This design comes from an exercise in tuning for small area, a short achievable clock period and few clock cycles per item on the open sky130 flow, not from production work. Function was checked by simulation only, so behaviour that the tests miss may differ from the original. Power figures rest on the tool's default switching activity, not on a simulated workload.

Design de1soc_top, start of the top module:
module de1soc_top (
    input  logic        clock,
    input  logic        reset,
    input  logic [31:0] in_data,
    input  logic        in_valid,
    output logic        upstream_stall,
    output logic [31:0] out_data,
    output logic        out_valid,
    input  logic        downstream_stall
);
    localparam int CH = 10;
    logic        b_v;        
    logic        b_soft;     
    logic        b_last;
    logic        b_first;    
    logic        b_stepn;    
    logic        b_wt;       
    logic [17:0] b_s;
    logic [4:0]  b_idx;      
    logic        nf;         
    logic        take, take_s, wt;
    logic        rdy;        
    assign take   = in_valid && rdy && !reset;
    assign take_s = take && !in_data[31];
    assign wt     = nf || (b_idx <= 5'd26);      
    always_ff @(posedge clock) begin
        b_v     <= take_s;
        b_soft  <= take && in_data[31];
        b_last  <= in_data[30];
        b_first <= take_s && nf;
        b_stepn <= take_s && !nf && wt;
        b_wt    <= take_s && wt;
        b_s     <= in_data[17:0];
  ...
Settings: LEC_CHECK=0, CAP_MARGIN=20, CORE_MARGIN=2, CORE_UTILIZATION=55, CTS_CLUSTER_DIAMETER=70, CTS_CLUSTER_SIZE=25, SLEW_MARGIN=20; clock period 16.0 ns.
standard.sh (not shown) runs the stock make flow with config.mk's settings and CLKGATE_MAP_FILE= SYNTH_SCRIPT=/design/flow/synth_recipe.tcl, a recipe that flattens the netlist after the stock synthesis.
==> flow/flow/run.sh <==
#!/bin/bash
# The standard layout (standard.sh), except that timing repair aims for
# 11.7 ns of setup slack on the 16 ns clock (paths of about 4.3 ns) instead of 0,
# and the port buffers are buf_4 cells rather than the flow's default pick.
# The make output goes to flow_make.log; ORFS keeps each step's log under
# orfs/logs/.
set -euo pipefail
bash standard.sh SETUP_SLACK_MARGIN=11.7 'BUFFER_PORTS_ARGS=-buffer_cell sky130_fd_sc_hd__buf_4' finish > flow_make.log 2>&1
The first run finished clean.
Testbench counts at the start, summed over its fixed seeds: cycles 14,504, frames 512.
Change:
CORE_UTILIZATION = 40   (was 55)
Synthesized area does not change.
Final area grows slightly.
Final cell count grows by a little under a tenth.
Worst setup slack is worse by 24 ps.
Combinational power stays flat.
Utilization fell by 16 points.
First-iteration DRC count came out higher by a few percent.
Power came out lower by a few percent.

* * *

de1soc_top, a different RTL version from the one above (not shown whole).
Size: ~4,000 cells after synthesis, ~720 flip-flops, about 70 I/O pins, about 42,000 um2 of cells after synthesis.
Settings: LEC_CHECK=0, CAP_MARGIN=20, CORE_MARGIN=2, CORE_UTILIZATION=80, CTS_CLUSTER_DIAMETER=70, CTS_CLUSTER_SIZE=25, SLEW_MARGIN=20; clock period 16.0 ns.
Scripts as last shown in full above: flow/flow/run.sh
The baseline produced a clean layout.
Testbench counts at the start, summed over its fixed seeds: cycles 14,504, frames 512.
Next try:
- CORE_UTILIZATION: 80 -> 70
Flip-flop and latch count is unchanged; clock skew went down by 0.0068 ns; core utilization went down by 9.7 points; cell area barely changes; wire length went down by 16%; non-clock buffer count went down by 2; setup slack is better by 0.14 ns; global-route usage went down by 12 points.
Next try:
- CORE_UTILIZATION: 70 -> 65
Effect:
- hold slack loses 0.016 ns
- clock skew went down by 0.020 ns
- non-clock buffer count rose by 6
- clock power rises by about 4%
- worst setup slack got worse by 0.041 ns
- flip-flop and latch count stays the same
- total power stays flat
- wire length shrinks by 1.4%
- synthesized area stays the same
Next try:
==> flow/flow/run.sh (replaced) <==
#!/bin/bash
# The standard layout (standard.sh), except that timing repair aims for
# 12.2 ns of setup slack on the 16 ns clock (paths of about 3.8 ns) instead of 0,
# and the port buffers are buf_4 cells rather than the flow's default pick.
# The make output goes to flow_make.log; ORFS keeps each step's log under
# orfs/logs/.
set -euo pipefail
bash standard.sh SETUP_SLACK_MARGIN=12.2 'BUFFER_PORTS_ARGS=-buffer_cell sky130_fd_sc_hd__buf_4' finish > flow_make.log 2>&1
- CORE_UTILIZATION: 65 -> 70
Outcome: Die area fell by 7.0%; via count came out higher by 2.5%; sequential power barely changes; first-iteration DRC count is higher by 17%; clock skew goes down by 0.0090 ns; combinational power came out higher by about 3%.

* * *

Another version of the RTL of de1soc_top (not shown whole).
Size in the first run: ~740 flip-flops, ~43000 um^2 of cells after synthesis.
==> flow/config.mk <==
export PLATFORM = sky130hd
export DESIGN_NAME = de1soc_top
export DESIGN_NICKNAME = de1soc_top
export VERILOG_FILES = /design/flow/design.v
export SDC_FILE = /design/flow/constraint.sdc
export NUM_CORES = 4
export LEC_CHECK = 0
export CAP_MARGIN = 20
export CORE_MARGIN = 2
export CORE_UTILIZATION = 40
export SLEW_MARGIN = 20
==> flow/constraint.sdc <==
create_clock -name core_clock -period 16.0 [get_ports {clock}]
set_input_delay 3.2000 -clock core_clock [delete_from_list [all_inputs] [get_ports {clock}]]
set_output_delay 3.2000 -clock core_clock [all_outputs]
set_load 0.01 [all_outputs]
==> flow/flow/run.sh <==
#!/bin/bash
# The standard layout (standard.sh), except that timing repair aims for
# 11 ns of setup slack on the 16 ns clock (paths of about 5 ns) instead of 0.
# The make output goes to flow_make.log; ORFS keeps each step's log under
# orfs/logs/.
set -euo pipefail
bash standard.sh SETUP_SLACK_MARGIN=11 finish > flow_make.log 2>&1
Testbench counts at the start, summed over its fixed seeds: cycles 14,504, frames 512.
==> next run, changes <==
==> flow/run.sh (new file) <==
#!/bin/bash
# synth_recipe.tcl (not shown) runs the flow's synth.tcl, then flattens the netlist and writes it again
# the make line also repeats each setting of config.mk as NAME=value (left out here)
make -C /OpenROAD-flow-scripts/flow DESIGN_CONFIG=/design/flow/config.mk WORK_HOME=/design/flow/orfs CLKGATE_MAP_FILE= SYNTH_SCRIPT=/design/flow/synth_recipe.tcl finish
removed: flow/flow/run.sh
removed: flow/standard.sh
Effect:
- total power stays flat
- die area is unchanged
- global-route usage hardly moves
- worst hold slack is about the same
- register-to-register slack barely changes

* * *

de1soc_top with an RTL version that a note above also has.
Size: about 4000 cells after synthesis, ~70 I/O pins.
Settings: LEC_CHECK=0, CAP_MARGIN=20, CORE_MARGIN=2, CORE_UTILIZATION=75, CTS_CLUSTER_DIAMETER=70, CTS_CLUSTER_SIZE=25, SLEW_MARGIN=20; clock period 16.0 ns.
==> flow/flow/run.sh <==
#!/bin/bash
# The standard layout (standard.sh), except that timing repair aims for
# 11.7 ns of setup slack on the 16 ns clock (paths of about 4.3 ns) instead of 0,
# and the port buffers are buf_4 cells rather than the flow's default pick.
# The make output goes to flow_make.log; ORFS keeps each step's log under
# orfs/logs/.
set -euo pipefail
bash standard.sh SETUP_SLACK_MARGIN=11.7 'BUFFER_PORTS_ARGS=-buffer_cell sky130_fd_sc_hd__buf_4' finish > flow_make.log 2>&1
The baseline finished with timing, DRC and antenna clean.
Testbench counts at the start, summed over its fixed seeds: cycles 14,504, frames 512.
Then changed:
Settings changed: CORE_UTILIZATION 75 to 40.
=>
- The changed run passed the timing, DRC and antenna checks
- clock-buffer cell count rises by 4
- via count came out lower by 9.9%
- combinational power went down by 10%
- die area rises by 86%
- fmax barely changes
- first-iteration DRC count came out lower by 36%
- global-route usage drops by 22 points

==> re-timing with driven ports <==
The flow's constraints put no driver on any port. The routed layouts listed below were extracted and timed again, unchanged, in two steps.
Step 1 (the two cells are an assumption about what drives the block):
set clk [get_ports {clock}]
set_driving_cell -lib_cell sky130_fd_sc_hd__clkbuf_16 $clk
set_driving_cell -lib_cell sky130_fd_sc_hd__buf_2 [delete_from_list [all_inputs] $clk]
Step 2, shift: input delay + t, output delay - t, t = (earliest + latest rising clock arrival at the registers) / 2. This alone moves slack from input paths to output paths.
Three values: ideal ports, drivers, drivers and shift; two values: the first two.
run	t (ns)	setup slack, ns	latest minus earliest clock arrival (ns)	worst slew at a driven data input, ns	pins driven straight from the clock port
the first run of note 1	0.678	11.563 / 11.493 / 11.167	0.057 / 0.057	0.07	1
the second run of note 1	0.680	11.539 / 11.473 / 11.233	0.050 / 0.050	0.03	1
the first run of note 2	0.687	11.427 / 11.385 / 11.177	0.068 / 0.068	0.05	1
the second run of note 2	0.646	11.571 / 11.509 / 11.373	0.053 / 0.054	0.05	1
the third run of note 2	0.672	11.530 / 11.463 / 11.271	0.038 / 0.038	0.10	1
the fourth run of note 2	0.675	11.529 / 11.463 / 11.625	0.026 / 0.026	0.04	1
the first run of note 3	0.714	11.113 / 11.046 / 10.989	0.039 / 0.039	0.12	1
the second run of note 3	0.714	11.017 / 10.950 / 10.993	0.039 / 0.038	0.12	1
the first run of note 4	0.689	11.527 / 11.461 / 11.172	0.045 / 0.045	0.04	1
the second run of note 4	0.696	11.526 / 11.458 / 11.229	0.049 / 0.049	0.04	1
After both steps every run listed still meets setup and hold. For the first run of note 1, which loses most, drivers alone change the setup slack by -0.070 ns; drivers and shift together by -0.396 ns.
